This design comes from an exercise in tuning for small area and a short achievable clock period on the open sky130 flow, not from production work. Function was checked by simulation only, so behaviour that the tests miss may differ from the original. Power figures rest on the tool's default switching activity, not on a simulated workload.

<file path="flow/run.sh">
#!/bin/bash
# Own layout flow: the standard ORFS flow (standard.sh, unchanged synthesis), with the port
# buffers made from a plain buffer cell instead of the one buffer_ports picks on its own, and
# the resizer allowed to swap cells across footprints. Every port still gets its buffer.
set -euo pipefail
cd "$(dirname "$0")/.."
bash standard.sh \
  "BUFFER_PORTS_ARGS=-buffer_cell sky130_fd_sc_hd__buf_2" \
  MATCH_CELL_FOOTPRINT=0 \
  finish > flow_standard.log 2>&1
</file>
<file path="standard.sh">
#!/bin/bash
# synth_recipe.tcl (not shown) runs the flow's synth.tcl, then flattens the netlist and writes it again
# the make line also repeats each setting of config.mk as NAME=value (left out here)
make -C /OpenROAD-flow-scripts/flow DESIGN_CONFIG=/design/flow/config.mk WORK_HOME=/design/flow/orfs CLKGATE_MAP_FILE= SYNTH_SCRIPT=/design/flow/synth_recipe.tcl "${@:-finish}"
</file>
<file path="config.mk">
export PLATFORM = sky130hd
export DESIGN_NAME = riscv_trace_buffer
export DESIGN_NICKNAME = riscv_trace_buffer
export VERILOG_FILES = /design/flow/design.v
export SDC_FILE = /design/flow/constraint.sdc
export NUM_CORES = 4
export LEC_CHECK = 0
export CAP_MARGIN = 20
export CORE_MARGIN = 2
export CORE_UTILIZATION = 60
export CTS_CLUSTER_DIAMETER = 80
export CTS_CLUSTER_SIZE = 30
export SETUP_SLACK_MARGIN = 3.3
export SLEW_MARGIN = 20
</file>
<file path="design.v">
package riscv_dbg_pkg;
  typedef enum logic [1:0] {
    ST_IDLE  = 2'd0,
    ST_ARMED = 2'd1,
    ST_POST  = 2'd2,
    ST_DONE  = 2'd3
  } trace_state_t;
  localparam logic MODE_STOP_FULL = 1'b0;
  localparam logic MODE_RING_TRIG = 1'b1;
  function automatic integer entry_w(input integer xlen, input integer num_regs);
    entry_w = xlen * (2 + num_regs);
  endfunction
endpackage
module trace_ram #(
  parameter int ROWS  = 14,
  parameter int WIDTH = 192,
  parameter int TAP0  = 6,
  parameter int NSEL  = 8
) (
  input  logic             clk,
  input  logic [WIDTH-1:0] wdata,
  input  logic             hold_stage,
  input  logic             shift,
  input  logic [NSEL-1:0]  sel,
  input  logic             hold,
  output logic [WIDTH-1:0] stage,
  output logic [WIDTH-1:0] rdata
);
  logic [WIDTH-1:0] pick;
  logic [WIDTH-1:0] mem [ROWS];
  always_ff @(posedge clk) begin
    if (!hold_stage) begin
      stage <= wdata;
    end
  end
  always_ff @(posedge clk) begin
    if (shift) begin
      mem[0] <= stage;
      for (int i = 1; i < ROWS; i++) begin
        mem[i] <= mem[i-1];
      end
    end
  end
  always_comb begin
    pick = {WIDTH{hold}} & rdata;
    for (int i = 0; i < NSEL; i++) begin
      pick = pick | ({WIDTH{sel[i]}} & mem[TAP0 + i]);
    end
  end
  always_ff @(posedge clk) begin
    rdata <= pick;
  end
endmodule
module riscv_trace_buffer #(
  parameter int XLEN       = 32,
  parameter int NUM_REGS   = 4,
  parameter int DEPTH      = 16,
  parameter int POST_DEPTH = 8
) (
  input  logic                     clk,
  input  logic                     reset,
  input  logic [XLEN-1:0]          pc_dbg,
  input  logic [XLEN-1:0]          instr_dbg,
  input  logic [NUM_REGS*XLEN-1:0] regs_dbg,
  input  logic                     arm,
  input  logic                     clear,
  input  logic                     mode,
  input  logic                     trig_en,
  input  logic [XLEN-1:0]          trig_pc,
  output logic                     busy,
  output logic                     triggered,
  output logic                     wrapped,
  output logic                     rd_valid,
  input  logic                     rd_ready,
  output logic [XLEN-1:0]          rd_pc,
  output logic [XLEN-1:0]          rd_instr,
  output logic [NUM_REGS*XLEN-1:0] rd_regs,
  output logic                     rd_last
);
  localparam int AW = $clog2(DEPTH);
  localparam int CW = AW + 1;
  localparam int EW = riscv_dbg_pkg::entry_w(XLEN, NUM_REGS);
  localparam logic [CW-1:0] DEPTH_C = CW'(DEPTH);
  localparam logic [CW-1:0] POST_C  = CW'(POST_DEPTH);
  localparam logic [CW-1:0] ONE_C   = CW'(1);
  localparam logic [CW-1:0] TWO_C   = CW'(2);
  localparam int TAP0 = POST_DEPTH - 2;
  localparam int NSEL = DEPTH - 2 - TAP0;
  logic          armed_q, post_q, busy_i, done_i, mode_q, first_q, cap_q, gd;
  logic [CW-1:0] count, post_cnt, rd_left;
  logic [NSEL-1:0] osel_q;
  logic [NSEL-1:0] rs_q, rsel;
  logic          hb_q, ld, rhold;
  logic          idle, cnt_full, gd_cap, last_pop;
  logic [CW-1:0] cnt_inc;
  logic [NSEL-1:0] osel_trig;
  logic          chg, teq, cap, fire, gdone, pop, start;
  logic          shift;
  logic [EW-1:0] wdata, stage, rdata;
  logic [XLEN-1:0] pc_q;
  assign idle     = !busy_i && !done_i;
  assign cnt_full = (count == DEPTH_C);
  assign cnt_inc  = cnt_full ? count : count + ONE_C;
  assign gd_cap   = mode_q ? (post_q && (post_cnt == TWO_C)) : (cnt_inc == DEPTH_C - ONE_C);
  assign last_pop = (rd_left == ONE_C);
  always_comb begin
    osel_trig = '0;
    if (count >= CW'(NSEL - 1)) osel_trig[NSEL-1] = 1'b1;
    else                        osel_trig[count[$clog2(NSEL)-1:0]] = 1'b1;
  end
  assign pc_q  = stage[XLEN-1:0];
  assign chg   = (pc_dbg != pc_q);
  assign teq   = trig_en && (pc_dbg == trig_pc);
  assign cap   = busy_i && (first_q || chg);
  assign fire  = cap && armed_q && mode_q && teq;
  assign gdone = cap && gd;
  assign pop   = done_i && rd_ready;
  assign start = idle && arm;
  always_ff @(posedge clk or posedge reset) begin
    if (reset) begin
      armed_q   <= 1'b0;
      post_q    <= 1'b0;
      busy_i    <= 1'b0;
      done_i    <= 1'b0;
      busy      <= 1'b0;
      rd_valid  <= 1'b0;
      rd_last   <= 1'b0;
      triggered <= 1'b0;
      wrapped   <= 1'b0;
    end else begin
      armed_q   <= !clear && (start || (armed_q && !fire && !gdone));
      post_q    <= !clear && (fire || (post_q && !gdone));
      busy_i    <= !clear && (start || (busy_i && !gdone));
      done_i    <= !clear && (gdone || (done_i && !(pop && last_pop)));
      busy      <= !clear && (start || (busy && !gdone));
      rd_valid  <= !clear && (gdone || (rd_valid && !(pop && last_pop)));
      rd_last   <= !clear && (gdone ? (cnt_inc == ONE_C)
                                    : (done_i && (pop ? (rd_left == TWO_C) : last_pop)));
      triggered <= !start && (triggered || fire);
      wrapped   <= !start && (wrapped || (cap && cnt_full));
    end
  end
  always_ff @(posedge clk) begin
    rd_left   <= clear ? '0 : gdone ? cnt_inc : pop ? rd_left - ONE_C : rd_left;
    mode_q    <= start ? mode : mode_q;
    first_q   <= start || (first_q && !cap);
    count     <= start ? '0 : cap ? cnt_inc : count;
    post_cnt  <= fire ? POST_C : (cap && post_q) ? post_cnt - ONE_C : post_cnt;
    osel_q    <= start ? NSEL'(1) << (NSEL - 1) : fire ? osel_trig : osel_q;
    gd        <= !start && !fire && (cap ? gd_cap : gd);
    cap_q     <= cap;
    rs_q      <= (cap || done_i) ? osel_q : {osel_q[NSEL-2:0], 1'b0};
    hb_q      <= !(cap || done_i) && osel_q[NSEL-1];
  end
  assign ld    = !done_i || rd_ready;
  assign rsel  = ld ? rs_q : '0;
  assign rhold = !ld || hb_q;
  assign shift = done_i ? rd_ready : cap_q;
  assign wdata = {regs_dbg, instr_dbg, pc_dbg};
  trace_ram #(
    .ROWS  (DEPTH - 2),
    .WIDTH (EW),
    .TAP0  (TAP0),
    .NSEL  (NSEL)
  ) u_ram (
    .clk        (clk),
    .wdata      (wdata),
    .hold_stage (done_i),
    .shift      (shift),
    .sel        (rsel),
    .hold       (rhold),
    .stage      (stage),
    .rdata      (rdata)
  );
  assign rd_pc    = rdata[XLEN-1:0];
  assign rd_instr = rdata[2*XLEN-1:XLEN];
  assign rd_regs  = rdata[EW-1:2*XLEN];
endmodule
</file>
<file path="constraint.sdc">
create_clock -name core_clock -period 5.5 [get_ports {clk}]
set_input_delay 1.1000 -clock core_clock [delete_from_list [all_inputs] [get_ports {clk}]]
set_output_delay 1.1000 -clock core_clock [all_outputs]
set_load 0.01 [all_outputs]
</file>
==> results.cfg, run 1 <==
[floorplanning]
die_area_sq_um = 173000
num_rows = 151
io_pins = 428
design.core.area_sq_um = 169000
initial_core_util = 0.603
die_w_um = 416
die_height_um = 416

[clock_tree]
ctsHoldBuffers = 0
clk_latency_ps = 800
root_buffer = clkbuf_16
cts_buffers = 141
path_clk_slew_ps = 110
clockBufferDepth = 3
htree_levels = 4
cts_tree = yes
cts_sinks = 3117

[finish]
multi_input_area_sq_um = 10700
drive_above_1_share = 0.249
area_delta_synth_final_pct = 15.7
seq_area_sq_um = 91600
nNetsFinal = 5509
fin_area_sq_um = 118000
fill_cells = 10500
utilization = 0.698

[place]
port_buffers = 427
place_congestion = 0.759
dp_hpwl_mm = 101
dpl-instance-area_sq_um = 107000
place_ws_ps = 1620

[setup_path]
r2r_setup_slack_ps = 3150
r2r-end = rs_q[4]
cp_slowest_cell = dfrtp_1
worstPathArrival_ps = 1330
r2r_start = u_ram.stage[11]
crit_family = flip-flops
crit_chain = buf_2
worstPathRequired_ps = 4400
path_buf_inv = 1
crit_path_start_kind = register
slowest_delay_ps = 400
endpoint_kind = primary output
r2r_cells = 6
path_max_fanout = 2
crit_cells = 1
criticalPathCategory = register to primary output

[timing]
hold_viol = 0
tightest_slew_ps = 794
min_period_over_period = 0.441
fmax_mhz = 412
fin_ws_ps = 3070
setup-violations-final = 0
rsz0062_at_grt = true
drv_slew = 0
tns_ps = 0
maxSlewHeadroom = 0.471
fin_crit_ps = 2430
fin_worst_skew_ps = 22.1

[power_and_ir_drop]
p_per_area_nw_per_um2 = 373
ir_worst_vdd_mv = 0.343
p_total_uw = 44000
leakagePower_uw = 0.0399

[grt]
grt-busiest-layer = met2
grt.met3_usage = 0.0415
grt_pass1_vias = 43900
met1_usage = 0.332
grt_pass1_wl_mm = 287
antenna_found_initial = 21
grt_util_met2 = 0.354
grt_max_degree = 167
overflow = 0
track_usage = 0.227

[yosys]
ys.flop_type = edfxtp_1
ys_ff_latch = 3117
synth_area_sq_um = 102000
avgSynthCellArea_sq_um = 22.4
syn_inst = 4549
ys_async_sr_fraction = 0.00289
synth_seq_area_share = 0.895
synth_cell_types = 58
syn-num-nets = 4789
synth_edf_count = 2881
ys_warn_count = 3

[drt]
drtPass1Iterations = 8
vias = 47800
wl_per_cell_um = 29.3
initialDrtViolationCount = 7117
ant_nets = 0
viasPerCell = 6.29
drc = 0
wl_mm = 223

[status]
status = no timing/DRC/antenna violations

[flow_run]
drv.max_cap_violation_count = 0

[hold_path]
hp-class = input port to async pin
[worst max path at each step]
stage	startpoint	to
6_report	busy	busy
5_1_grt	wrapped	wrapped
4_1_cts	triggered	triggered
3_5_place_dp	pc_dbg[22]	rs_q[5]
3_3_place_gp	pc_dbg[22]	rs_q[3]
2_1_floorplan	done_i	u_ram.mem[0][0]
[per-stage QoR]
stage | hold WS, ps | cells
after global routing | 237 | 7593
after CTS | 200 | 7442
after global placement | 400 | 7077
after floorplan | 400 | 4549
final | 240 | 7596
after detailed placement | 405 | 7078
[logic make-up after synthesis]
kind of cell	synth area share
AO/OA/AOI/OAI	0.0718
flip-flops	0.895
XOR/XNOR	0.00618
AND/OR/NAND/NOR	0.0146
buffers and inverters	0.00901
multiplexers	0.00210
adder cells (fa/ha/maj)	0.00110
[sequential cells by signal (all words and copies together) (netlist names), 5 cells and up]
| name | flops |
|---|---|
| u_ram.rdata | 192 |
| u_ram.stage | 192 |
| post_cnt | 5 |
| count | 5 |
| rd_left | 5 |
| u_ram.mem | 2688 |
| rs_q | 8 |
| osel_q | 8 |
[cell type report]
| cell class | instances | share of cell area |
|---|---|---|
| clock inverter | 79 | 0.00724 |
| clock buffer | 169 | 0.0317 |
| multi-input combinational | 1247 | 0.0911 |
| timing repair buffer | 747 | 0.0691 |
| tap | 2218 | 0.0235 |
| inverter | 15 | 0.000615 |
| sequential | 3117 | 0.777 |
| antenna | 4 | 0.0000849 |
[layer usage]
layer  vias up  part of all wire
li1      20600                 -
met1     24700              0.42
met2      2222              0.47
met3       247             0.088
met4         0             0.030
met5         -                 0
[where the power goes]
part,switching [uW],internal [uW]
sequential,826,27800
combinational,1490,1190
clock,7120,5560
total,9430,34600
[cells in the final DEF, fill, tap and decap left out, drive strengths merged, types with 3 or more instances in the layout]
master / instances
edfxtp: 2881
buf: 687
clkbuf: 229
dfxtp: 227
a222oi: 192
a22o: 192
a221oi: 192
nand2: 125
nand3: 109
a22oi: 96
a221o: 96
xor2: 64
and2: 37
inv: 35
clkinv: 33
clkinvlp: 15
nor2: 13
nor4: 13
bufinv: 11
mux2: 11
nand4: 10
o21ai: 10
ha: 9
a21oi: 9
mux2i: 9
dfrtp: 9
nor3: 9
xnor2: 8
nand2b: 7
or3: 5
diode: 4
o31ai: 4
nor2b: 3
[cell usage after synthesis, drive strengths merged (2+ instances only)]
cell	n	area (sq um)
or3	5	31.3
a222oi	192	1920
o21ba	2	20.0
nor2	13	48.8
nor3	9	50.1
and3	2	12.5
ha	9	113
inv	15	56.3
o21ai	10	50.0
nand2b	6	40.0
o31ai	3	36.3
mux2	11	124
nand2	125	469
a221o	96	961
a22oi	96	721
mux2i	9	90.1
o21bai	2	15.0
xnor2	8	70.1
a22o	192	1680
a211oi	2	15.0
xor2	64	561
clkbuf	131	492
o22ai	2	12.5
and2	10	62.6
dfrtp	9	225
buf	68	370
a221oi	192	1740
edfxtp	2881	86500
nor2b	3	18.8
nand4	10	68.8
a21oi	9	45.0
nor4	13	106
nand3	109	546
nand3b	2	15.0
o2bb2ai	2	17.5
dfxtp	227	4540
[repair_timing]
| action | 4_1_cts | 5_1_grt |
|---|---|---|
| endpoints found under the setup margin | 2785 | 1571 |
| cloned | 37 | 77 |
| gates resized for setup | 635 | 190 |
| setup buffers | 79 | 73 |
| pin swaps | 16 | 78 |
==> run 2: changes to the inputs <==
--- a/config.mk
+++ b/config.mk
@@ -10,5 +10,5 @@
 export CORE_UTILIZATION = 60
 export CTS_CLUSTER_DIAMETER = 80
 export CTS_CLUSTER_SIZE = 30
-export SETUP_SLACK_MARGIN = 3.3
+export SETUP_SLACK_MARGIN = 3.1
 export SLEW_MARGIN = 20
==> results.cfg, run 2 <==
[finish]
area_delta_synth_final_pct = 12.2
largest_reg_flops = 2688
stdcell_count = 7424
largestRegisters = u_ram.mem x2688, u_ram.rdata x192, u_ram.stage x192
max_flop_register = u_ram.mem
final_common_cell = edfxtp_1
nNetsFinal = 5339
drive_above_1_share = 0.205
fill_cells = 10900
final_cell_mix = edfxtp_1 (2881), buf_2 (242), buf_6 (193), a222oi_1 (192), a22o_1 (192)

[yosys]
ys_async_sr_fraction = 0.00289
ys_warn_count = 3
muxShareOfSynthArea = 0.00210
synth_top_family_by_area = compound AO/OA/AOI/OAI gates
synth_top_area_frac = 0.848
ys_ff_latch = 3117
syn_inst = 4549
synthXorXnorAreaFrac = 0.00618
synth_top_area_cell = edfxtp_1
synthTopCellsByArea = edfxtp_1 (85%), dfxtp_1 (4.5%), a222oi_1 (1.9%)
synth_common_cells = edfxtp_1 (2881), dfxtp_1 (227), a222oi_1 (192), a22o_1 (192), a221oi_1 (182)
synthMostInstantiatedCell = edfxtp_1
synth_compound_area_frac = 0.0718
syn-num-nets = 4789
synth_adder_area_share = 0.00110
synth_seq_area_share = 0.895
synth-simple-area-share = 0.0146
ys.flop_type = edfxtp_1
synth_edf_count = 2881
synth_cell_types = 58
synth_area_sq_um = 102000
avgSynthCellArea_sq_um = 22.4

[place]
place_congestion = 0.759
dp_cells = 7078
dp_hpwl_mm = 101
port_buffers = 427

[hold_path]
hp-class = input port to async pin

[floorplanning]
io_pins = 428
die_height_um = 416
die_area_sq_um = 173000
num_rows = 151
design.core.area_sq_um = 169000
initial_core_util = 0.603
die_w_um = 416

[setup_path]
crit_cells = 1
r2r_cells = 6
cp-startpoint = triggered
cp_slowest_cell = dfrtp_1
path_buf_inv = 1
r2r-end = rs_q[4]
crit_chain = buf_2
crit_path_end = triggered
r2r_start = u_ram.stage[11]
slowest_delay_ps = 400
worstPathArrival_ps = 1330
r2r_setup_slack_ps = 3130
worstPathRequired_ps = 4400
crit_family = flip-flops
criticalPathCategory = register to primary output
path_max_fanout = 2
crit_path_start_kind = register
endpoint_kind = primary output

[drt]
drtPass1Iterations = 10
vias = 45500
wl_mm = 193
initialDrtViolationCount = 5823
drc = 0
viasPerCell = 6.13
wl_per_cell_um = 26.1
ant_nets = 0

[timing]
rsz0062_at_grt = true
holdWs_ps = 246
setup-violations-final = 0
fin_crit_ps = 2430
fin_worst_skew_ps = 25.2
min_period_over_period = 0.441
drv_slew = 0
maxSlewHeadroom = 0.324
fmax_mhz = 412
tightest_slew_ps = 1010
hold_viol = 0
tns_ps = 0

[grt]
antenna_found_initial = 9
grt_pass1_vias = 43500
overflow = 0
grt_pass1_wl_mm = 277
track_usage = 0.215
grt_max_degree = 204

[clock_tree]
clockBufferDepth = 3
cts_sinks = 3117
ctsHoldBuffers = 0
clk_latency_ps = 790
htree_levels = 4
path_clk_slew_ps = 120
cts_buffers = 141
cts_tree = yes
root_buffer = clkbuf_16

[flow_run]
drv.max_cap_violation_count = 0

[power_and_ir_drop]
p_comb_frac = 0.057
power_switching_uw = 9250
p_per_area_nw_per_um2 = 382
pwr-share-seq = 0.655
pwr-share-clk = 0.288
switching_share = 0.212
leakagePower_uw = 0.0383
p_total_uw = 43700
ir_worst_vdd_mv = 0.339
internal_power_uw = 34500

[status]
status = no timing/DRC/antenna violations
[run 2: cell count changes in the layout (fill, tap and decap cells not counted), moves of 3 or more]
cell and change:
a221oi_1 +80, and2_4 -16, buf_12 -13, a221oi_2 -79
buf_4 -31, clkbuf_16 -52, buf_16 -19, buf_8 -4
mux2_4 -3, buf_6 -43, buf_2 +9
[run 2: how the worst min path moves through the flow]
stage,depth (start not counted),end,slack [ps],start
finish,2,rd_last,250,reset
global route,2,rd_last,240,reset
CTS,2,rd_last,200,reset
detailed placement,0,u_ram.mem[0][112],400,u_ram.stage[112]
global placement,0,u_ram.mem[1][62],400,u_ram.mem[0][62]
floorplan,0,u_ram.mem[0][100],400,u_ram.stage[100]
[run 2: power by group through the flow]
stage / Combinational (uW) / Clock (uW) / Sequential, uW
after floorplan: 960 / 0 / 31300
after global placement: 2030 / 0 / 29000
after detailed placement: 2060 / 0 / 29100
after CTS: 2450 / 13000 / 28700
after global routing: 2660 / 13700 / 28800
final: 2480 / 12600 / 28600
[run 2: timing repair]
action / 4_1_cts / 5_1_grt
endpoints found under the setup margin: 2187 / 952
cloned: 11 / 9
pin swaps: 10 / 10
buffers inserted: 51 / 25
resized for setup: 552 / 38
[run 2: stage by stage]
| stage | util | area (sq um) | setup WS, ps |
|---|---|---|---|
| CTS | 0.673 | 114000 | 3020 |
| floorplan | - | 102000 | -38790 |
| global placement | 0.633 | 107000 | 1690 |
| global route | 0.676 | 114000 | 3000 |
| detailed placement | 0.634 | 107000 | 1620 |
| finish | 0.676 | 114000 | 3070 |
[run 2: final cells by class]
cell class / instances / area (sq um) / share of cell area
multi-input combinational: 1230 / 9980 / 0.0873
antenna: 2 / 5.00 / 0.0000438
clock buffer: 169 / 3740 / 0.0327
sequential: 3117 / 91600 / 0.801
clock inverter: 79 / 855 / 0.00747
timing repair buffer: 594 / 5340 / 0.0467
tap: 2218 / 2780 / 0.0243
inverter: 15 / 68.8 / 0.000602
[run 2: cells by family after synthesis]
family                     after synthesis
xor gates and xnor gates                72
DFF                                   3117
muxes                                   20
buffers and inverters                  214
and+or+nand+nor                        309
adders and majority gates                9
AOI/OAI and AO/OA                      808
[run 2: metal layers]
metal	wire length, um	GRT usage	share of wire
met1	82100	0.313	0.42
met2	91800	0.335	0.47
met3	13300	0.0387	0.069
met4	6310	0.0725	0.033
met5	0	0	0
==> run 3: changes to the inputs <==
--- a/config.mk
+++ b/config.mk
@@ -10,5 +10,6 @@
 export CORE_UTILIZATION = 60
 export CTS_CLUSTER_DIAMETER = 80
 export CTS_CLUSTER_SIZE = 30
-export SETUP_SLACK_MARGIN = 3.1
+export GPL_ROUTABILITY_DRIVEN = 0
+export SETUP_SLACK_MARGIN = 3.2
 export SLEW_MARGIN = 20
==> results.cfg, run 3 <==
[place]
place_ws_ps = 1620
port_buffers = 427
dp_hpwl_mm = 101

[finish]
final_common_cell = edfxtp_1
area_delta_synth_final_pct = 13.3
largest_reg_flops = 2688
nNetsFinal = 5396
drive_above_1_share = 0.216
final_cell_mix = edfxtp_1 (2881), buf_2 (234), buf_6 (217), a222oi_1 (192), a22o_1 (192)
largestRegisters = u_ram.mem x2688, u_ram.rdata x192, u_ram.stage x192
max_flop_register = u_ram.mem
utilization = 0.683
multi_input_area_sq_um = 10100
fill_cells = 10700
seq_area_sq_um = 91600

[clock_tree]
clockBufferDepth = 3
clk_latency_ps = 800
cts_sinks = 3117
ctsHoldBuffers = 0
cts_buffers = 141
path_clk_slew_ps = 110
htree_levels = 4
cts_tree = yes
root_buffer = clkbuf_16

[yosys]
syn-num-nets = 4789
ys_ff_latch = 3117
syn_inst = 4549
synth_top_area_cell = edfxtp_1
synth_top_area_frac = 0.848
ys_warn_count = 3
synth_edf_count = 2881
synthTopCellsByArea = edfxtp_1 (85%), dfxtp_1 (4.5%), a222oi_1 (1.9%)
synth_seq_area_share = 0.895
synth_area_sq_um = 102000
ys_async_sr_fraction = 0.00289
synth_common_cells = edfxtp_1 (2881), dfxtp_1 (227), a222oi_1 (192), a22o_1 (192), a221oi_1 (182)
ys.flop_type = edfxtp_1
avgSynthCellArea_sq_um = 22.4
synthMostInstantiatedCell = edfxtp_1
synth_cell_types = 58

[timing]
min_period_over_period = 0.441
fmax_mhz = 412
tightest_slew_ps = 954
drv_slew = 0
maxSlewHeadroom = 0.364
tns_ps = 0
rsz0062_at_grt = true
fin_worst_skew_ps = 22.7
hold_viol = 0
fin_ws_ps = 3080
fin_crit_ps = 2420
holdWs_ps = 245
setup-violations-final = 0

[floorplanning]
design.core.area_sq_um = 169000
num_rows = 151
die_w_um = 416
die_height_um = 416
initial_core_util = 0.603
io_pins = 428
die_area_sq_um = 173000

[setup_path]
crit_family = flip-flops
path_max_fanout = 2
r2r_start = u_ram.stage[11]
cp_slowest_cell = dfrtp_1
r2r-end = rs_q[4]
crit_path_start_kind = register
slowest_delay_ps = 410
criticalPathCategory = register to primary output
r2r_setup_slack_ps = 3150
worstPathRequired_ps = 4400
r2r_cells = 6
worstPathArrival_ps = 1320
path_buf_inv = 1
endpoint_kind = primary output
crit_chain = buf_6

[power_and_ir_drop]
ir_worst_vdd_mv = 0.343
p_comb_frac = 0.059
power_switching_uw = 9320
pwr-share-clk = 0.288
internal_power_uw = 34500
p_per_area_nw_per_um2 = 380
switching_share = 0.213
pwr-share-seq = 0.653
leakagePower_uw = 0.0388

[grt]
grt_pass1_vias = 43600
grt_pass1_wl_mm = 282
overflow = 0
track_usage = 0.220
antenna_found_initial = 16
grt_max_degree = 204

[drt]
vias = 46300
wl_mm = 204
ant_nets = 0
drtPass1Iterations = 8
viasPerCell = 6.19
wl_per_cell_um = 27.3
initialDrtViolationCount = 6178
drc = 0

[flow_run]
drv.max_cap_violation_count = 0

[status]
status = no timing/DRC/antenna violations

[hold_path]
hp-class = input port to async pin
[run 3: changes by cell type in the layout (fill, tap and decap cells not counted), moves of 7 or more]
cell	before	now
buf_4	108	115
buf_6	193	217
buf_2	242	234
clkbuf_16	151	169
buf_16	12	24
[run 3: power by group through the flow]
stage	Clock, uW	Combinational (uW)	Sequential, uW
floorplan	0	960	31300
global placement	0	2030	29000
detailed placement	0	2060	29100
CTS	13000	2540	28700
global route	13700	2750	28800
finish	12600	2570	28600
[run 3: per-stage QoR]
step                total power [uW]  instances  instance area (sq um)
floorplan                      32300       4549                 102000
detailed placement             31100       7078                 107000
CTS                            44200       7416                 114000
finish                         43900       7481                 115000
global placement               31000       7077                 107000
global route                   45300       7479                 115000
[run 3: layer usage]
metal / global-route usage / wire length, um
met2: 0.353 / 98700
met3: 0.0347 / 14600
met5: 0 / 0
met4: 0.0487 / 3840
met1: 0.327 / 86800
[run 3: repair_timing]
| item | in CTS | in global routing |
|---|---|---|
| setup buffers | 68 | 35 |
| gates resized for setup | 603 | 42 |
| gates cloned | 22 | 28 |
| endpoints found under the setup margin | 2573 | 1181 |
| pin swaps | 15 | 16 |
[run 3: worst max path at each step]
stage / endpoint / startpoint / slack (ps) / cells past startpoint
2_1_floorplan: u_ram.mem[0][0] / done_i / -38790 / 1
3_3_place_gp: rs_q[3] / pc_dbg[22] / 1690 / 7
3_5_place_dp: rs_q[5] / pc_dbg[22] / 1620 / 7
4_1_cts: triggered / triggered / 3020 / 1
5_1_grt: wrapped / wrapped / 3000 / 1
6_report: wrapped / wrapped / 3080 / 1
[run 3: logic make-up (layout without fill, tap and decap cells)]
kind of cell	after synthesis	after routing	synth area share
DFF	3117	3117	0.895
AOI/OAI and AO/OA	808	809	0.0718
xor gates and xnor gates	72	72	0.00618
muxes	20	20	0.00210
and+or+nand+nor	309	325	0.0146
other	0	2	0
buffers and inverters	214	909	0.00901
adders and majority gates	9	9	0.00110
[run 3: final cells by class]
| cell class | count | area share |
|---|---|---|
| antenna | 2 | 0.0000433 |
| tap | 2218 | 0.0240 |
| inverter | 15 | 0.000596 |
| clock inverter | 79 | 0.00740 |
| sequential | 3117 | 0.793 |
| timing repair buffer | 646 | 0.0551 |
| clock buffer | 169 | 0.0324 |
| multi-input combinational | 1235 | 0.0872 |
==> run 4: changes to the inputs <==
--- a/config.mk
+++ b/config.mk
@@ -8,8 +8,7 @@
 export CAP_MARGIN = 20
 export CORE_MARGIN = 2
 export CORE_UTILIZATION = 60
-export CTS_CLUSTER_DIAMETER = 80
-export CTS_CLUSTER_SIZE = 30
-export GPL_ROUTABILITY_DRIVEN = 0
+export CTS_CLUSTER_DIAMETER = 70
+export CTS_CLUSTER_SIZE = 25
 export SETUP_SLACK_MARGIN = 3.2
 export SLEW_MARGIN = 20
==> results.cfg, run 4 <==
[setup_path]
path_buf_inv = 1
endpoint_kind = primary output
slowest_delay_ps = 390
worstPathArrival_ps = 1330
r2r_cells = 6
cp_slowest_cell = dfrtp_1
crit_chain = buf_2
r2r_start = done_i
cp-startpoint = busy
crit_family = flip-flops
worstPathRequired_ps = 4400
crit_cells = 1
crit_path_end = busy
r2r_setup_slack_ps = 3160
path_max_fanout = 2
criticalPathCategory = register to primary output
crit_path_start_kind = register
r2r-end = u_ram.mem[11][133]

[power_and_ir_drop]
p_total_uw = 44300
p_per_area_nw_per_um2 = 381
leakagePower_uw = 0.0391
ir_worst_vdd_mv = 0.372

[floorplanning]
die_area_sq_um = 173000
io_pins = 428
die_w_um = 416
initial_core_util = 0.603
design.core.area_sq_um = 169000
num_rows = 151
die_height_um = 416

[drt]
wl_per_cell_um = 27.0
wl_mm = 203
wirelength_met1_mm = 86.3
ant_nets = 0
drc = 0
drtPass1Iterations = 9
met3_length_mm = 14.0
top_layer = met4
initialDrtViolationCount = 5726
viasPerCell = 6.15
vias = 46300
met2WireLength_mm = 98.5

[yosys]
synthTopCellsByArea = edfxtp_1 (85%), dfxtp_1 (4.5%), a222oi_1 (1.9%)
synth_cell_types = 58
synth_area_sq_um = 102000
synth_top_area_cell = edfxtp_1
synth_seq_area_share = 0.895
synth_common_cells = edfxtp_1 (2881), dfxtp_1 (227), a222oi_1 (192), a22o_1 (192), a221oi_1 (182)
synthMostInstantiatedCell = edfxtp_1
ys_ff_latch = 3117
synth_top_area_frac = 0.848
synth_top_family_by_area = compound AO/OA/AOI/OAI gates
ys_warn_count = 3
synth_adder_area_share = 0.00110
ys_async_sr_fraction = 0.00289
synth-simple-area-share = 0.0146
muxShareOfSynthArea = 0.00210
avgSynthCellArea_sq_um = 22.4
synth_edf_count = 2881
synthXorXnorAreaFrac = 0.00618
synth_compound_area_frac = 0.0718
ys.flop_type = edfxtp_1
syn_inst = 4549
syn-num-nets = 4789

[place]
port_buffers = 427
dp_cells = 7078
dp_hpwl_mm = 101
place_congestion = 0.759

[finish]
max_flop_register = u_ram.mem
nNetsFinal = 5428
stdcell_count = 7529
multi_input_area_sq_um = 10100
drive_above_1_share = 0.215
largest_reg_flops = 2688
largestRegisters = u_ram.mem x2688, u_ram.rdata x192, u_ram.stage x192
area_delta_synth_final_pct = 13.9
fill_cells = 10700
final_common_cell = edfxtp_1
final_cell_mix = edfxtp_1 (2881), buf_2 (234), buf_6 (211), clkbuf_16 (193)
seq_area_sq_um = 91600

[timing]
setup-violations-final = 0
fin_worst_skew_ps = 31.6
hold_viol = 0
holdWs_ps = 233
min_period_over_period = 0.442
tns_ps = 0
fin_crit_ps = 2430
maxSlewHeadroom = 0.442
drv_slew = 0
fmax_mhz = 411
tightest_slew_ps = 836
rsz0062_at_grt = true

[flow_run]
drv.max_cap_violation_count = 0

[grt]
grt_pass1_wl_mm = 287
overflow = 0
grt_max_degree = 167
track_usage = 0.225
grt_pass1_vias = 44100
antenna_found_initial = 7

[clock_tree]
root_buffer = clkbuf_16
ctsHoldBuffers = 0
cts_tree = yes
clk_latency_ps = 820
clockBufferDepth = 3
path_clk_slew_ps = 90
cts_sinks = 3117
htree_levels = 4
cts_buffers = 151

[hold_path]
hp-class = input port to async pin

[status]
status = no timing/DRC/antenna violations
==> run 4: cell counts after synthesis <==
No cell type changed its count.
==> run 4: per-stage QoR <==
step	area [sq um]	util	setup slack (ps)
5_1_grt	116000	0.686	3000
4_1_cts	115000	0.681	3000
6_report	116000	0.687	3070
2_1_floorplan	102000	-	-38790
3_5_place_dp	107000	0.634	1620
3_3_place_gp	107000	0.633	1690
==> run 4: power breakdown <==
part | leakage (uW) | switching [uW] | total [uW] | internal, uW
registers | 0.0294 | 802 | 28600 | 27800
clock network | 0.00232 | 7080 | 13000 | 5880
logic | 0.00739 | 1470 | 2670 | 1200
total | 0.0391 | 9350 | 44300 | 34900
==> run 4: worst min-delay path by stage <==
| stage | depth (start not counted) | to | startpoint |
|---|---|---|---|
| 2_1_floorplan | 0 | u_ram.mem[0][100] | u_ram.stage[100] |
| 3_3_place_gp | 0 | u_ram.mem[1][62] | u_ram.mem[0][62] |
| 5_1_grt | 2 | rd_valid | reset |
| 6_report | 2 | done_i | reset |
| 3_5_place_dp | 0 | u_ram.mem[0][112] | u_ram.stage[112] |
| 4_1_cts | 2 | rd_valid | reset |
==> run 4: cells by family after synthesis <==
kind of cell,count (synthesis)
muxes,20
buffers and inverters,214
AOI/OAI and AO/OA,808
adders and majority gates,9
DFF,3117
and+or+nand+nor,309
xor gates and xnor gates,72
==> run 4: timing repair <==
item | in CTS | in global routing
setup buffers | 88 | 32
pin swaps | 15 | 12
cloned | 30 | 25
resized for setup | 625 | 52
endpoints found under the setup margin | 2487 | 1728
==> run 4: cell type report <==
type                            count  share of cell area
Sequential cell                  3117               0.789
Multi-Input combinational cell   1235              0.0869
Timing Repair Buffer              668              0.0579
Clock buffer                      234              0.0379
Tap cell                         2218              0.0239
Clock inverter                     37             0.00350
Inverter                           15            0.000593
Antenna cell                        5            0.000108
==> run 4: per-layer routing <==
metal  GRT usage  vias to the layer above
met5           0                        -
met1       0.333                    24000
li1            -                    20400
met3      0.0336                      217
met2       0.358                     1679
met4      0.0565                        0
==> run 5: changes to the inputs <==
--- a/config.mk
+++ b/config.mk
@@ -7,8 +7,8 @@
 export LEC_CHECK = 0
 export CAP_MARGIN = 20
 export CORE_MARGIN = 2
-export CORE_UTILIZATION = 60
+export CORE_UTILIZATION = 70
 export CTS_CLUSTER_DIAMETER = 70
-export CTS_CLUSTER_SIZE = 25
+export CTS_CLUSTER_SIZE = 28
 export SETUP_SLACK_MARGIN = 3.2
 export SLEW_MARGIN = 20
==> results.cfg, run 5 <==
[status]
status = no timing/DRC/antenna violations

[place]
dp_hpwl_mm = 98.3
dp_cells = 6771
place_congestion = 0.795
dpl-instance-area_sq_um = 107000
port_buffers = 427
place_ws_ps = 1660

[setup_path]
crit_chain = buf_2
criticalPathCategory = register to primary output
crit_family = flip-flops
crit_path_start_kind = register
worstPathRequired_ps = 4400
path_max_fanout = 2
r2r_start = done_i
slowest_delay_ps = 400
path_buf_inv = 1
endpoint_kind = primary output
cp-startpoint = triggered
cp_slowest_cell = dfrtp_1
worstPathArrival_ps = 1320

[yosys]
synth_top_area_frac = 0.848
avgSynthCellArea_sq_um = 22.4
syn_inst = 4549
synth_area_sq_um = 102000
ys.flop_type = edfxtp_1
synthTopCellsByArea = edfxtp_1 (85%), dfxtp_1 (4.5%), a222oi_1 (1.9%)
synth_cell_types = 58
synth_top_area_cell = edfxtp_1
synth_edf_count = 2881
synth_common_cells = edfxtp_1 (2881), dfxtp_1 (227), a222oi_1 (192), a22o_1 (192), a221oi_1 (182)
synthMostInstantiatedCell = edfxtp_1
ys_warn_count = 3
ys_ff_latch = 3117
synth_seq_area_share = 0.895
ys_async_sr_fraction = 0.00289
syn-num-nets = 4789

[power_and_ir_drop]
p_total_uw = 44200
ir_worst_vdd_mv = 0.371
p_per_area_nw_per_um2 = 384
leakagePower_uw = 0.0389

[timing]
fin_worst_skew_ps = 22.8
tightest_slew_ps = 1070
drv_slew = 0
maxSlewHeadroom = 0.288
setup-violations-final = 0
min_period_over_period = 0.440
rsz0062_at_grt = true
hold_viol = 0
fin_ws_ps = 3080
fin_crit_ps = 2420
tns_ps = 0
fmax_mhz = 413

[floorplanning]
initial_core_util = 0.702
die_height_um = 386
num_rows = 140
die_w_um = 386
io_pins = 428
die_area_sq_um = 149000
design.core.area_sq_um = 145000

[finish]
final_common_cell = edfxtp_1
nNetsFinal = 5418
stdcell_count = 7206
largest_reg_flops = 2688
final_cell_mix = edfxtp_1 (2881), buf_2 (235), buf_6 (201), a222oi_1 (192), a22o_1 (192)
area_delta_synth_final_pct = 13.0
max_flop_register = u_ram.mem
drive_above_1_share = 0.220
largestRegisters = u_ram.mem x2688, u_ram.rdata x192, u_ram.stage x192
fin_area_sq_um = 115000

[grt]
grt_pass1_wl_mm = 273
track_usage = 0.250
overflow = 0
grt_max_degree = 196
antenna_found_initial = 7
grt_pass1_vias = 44000

[hold_path]
hp-class = input port to async pin

[clock_tree]
cts_sinks = 3117
ctsHoldBuffers = 0
root_buffer = clkbuf_16
cts_tree = yes
cts_buffers = 145
clockBufferDepth = 3
clk_latency_ps = 790
htree_levels = 4
path_clk_slew_ps = 90

[flow_run]
drv.max_cap_violation_count = 0

[drt]
vias = 46400
initialDrtViolationCount = 6123
drc = 0
drtPass1Iterations = 8
wl_mm = 194
ant_nets = 0
wl_per_cell_um = 26.9
viasPerCell = 6.45
run 5: through the flow:
| stage | hold slack [ps] | utilization |
|---|---|---|
| floorplan | 400 | - |
| global placement | 400 | 0.735 |
| detailed placement | 405 | 0.735 |
| CTS | 219 | 0.788 |
| global route | 259 | 0.794 |
| finish | 261 | 0.794 |
run 5: timing repair:
action                                   CTS  global route
cloned                                    18            14
gates resized for setup                  554            56
pin swaps                                 14            23
endpoints found under the setup margin  2348          1169
setup buffers                             99            46
run 5: path summary, 6_finish.rpt:
kind,end,slack [ps],depth (start not counted)
worst max-delay path,triggered,3080,1
worst min-delay path,busy,260,2
worst max register to register,u_ram.mem[9][49],3120,5
worst min register to register,u_ram.mem[0][41],410,0
max in group asynchronous,done_i,4960,2
min in group core_clock,u_ram.mem[0][41],410,0
run 5: final cells by class:
type | count | area (sq um)
inverters | 15 | 68.8
clock inverters | 81 | 1060
diodes | 3 | 7.51
well taps | 1917 | 2400
flip-flops and latches | 3117 | 91600
clock buffers | 174 | 3830
fillers | 7269 | 30000
multi-input cells | 1235 | 10100
repair buffers | 664 | 6150
run 5: logic make-up (layout without fill, tap and decap cells):
logic type / after synthesis / in the layout / synth area share
AO/OA/AOI/OAI: 808 / 809 / 0.0718
adder cells (fa/ha/maj): 9 / 9 / 0.00110
buffers and inverters: 214 / 934 / 0.00901
multiplexers: 20 / 20 / 0.00210
other: 0 / 3 / 0
XOR/XNOR: 72 / 72 / 0.00618
AND/OR/NAND/NOR: 309 / 325 / 0.0146
flip-flops: 3117 / 3117 / 0.895
run 5: layer usage:
layer	share of wire	vias to the layer above	wire length (um)	global-route usage
met3	0.095	243	18500	0.0547
met2	0.47	2157	91200	0.379
met1	0.41	23700	79000	0.374
met5	0	-	0	0
met4	0.026	0	5060	0.0765
li1	-	20300	-	-
run 5: power breakdown:
part	total, uW	internal (uW)	leakage [uW]	switching [uW]
Combinational	2570	1140	0.00715	1430
Clock	13000	6030	0.00236	6950
Sequential	28700	27900	0.0294	838

## port drivers added, routing unchanged
No port has a modelled driver above. Below, the same layouts with a new extraction and two added sets of constraints. Step 1 assumes that a clkbuf_16 drives the clock port and a buf_2 every other input. Step 2 adds t to the input delays and takes it off the output delays; t is the mean of the earliest and latest rising clock arrival at the registers after step 1. Input paths then give back, and output paths get back, about the clock's delay inside the block. a / b / c = no drivers / after step 1 / after step 2; a / b = the first two.
run | shift t [ns] | setup WS [ns] | latest minus earliest clock arrival (ns)
run 1 | 0.869 | 3.074 / 2.989 / 2.348 | 0.026 / 0.027
run 2 | 0.863 | 3.073 / 2.988 / 2.318 | 0.028 / 0.028
run 3 | 0.869 | 3.075 / 2.989 / 2.348 | 0.026 / 0.027
run 4 | 0.893 | 3.067 / 2.983 / 2.314 | 0.039 / 0.038
run 5 | 0.861 | 3.077 / 2.997 / 2.321 | 0.028 / 0.028
After both steps every run listed still meets setup and hold. For run 5, which loses most, drivers alone change the setup slack by -0.080 ns; drivers and shift together by -0.756 ns.
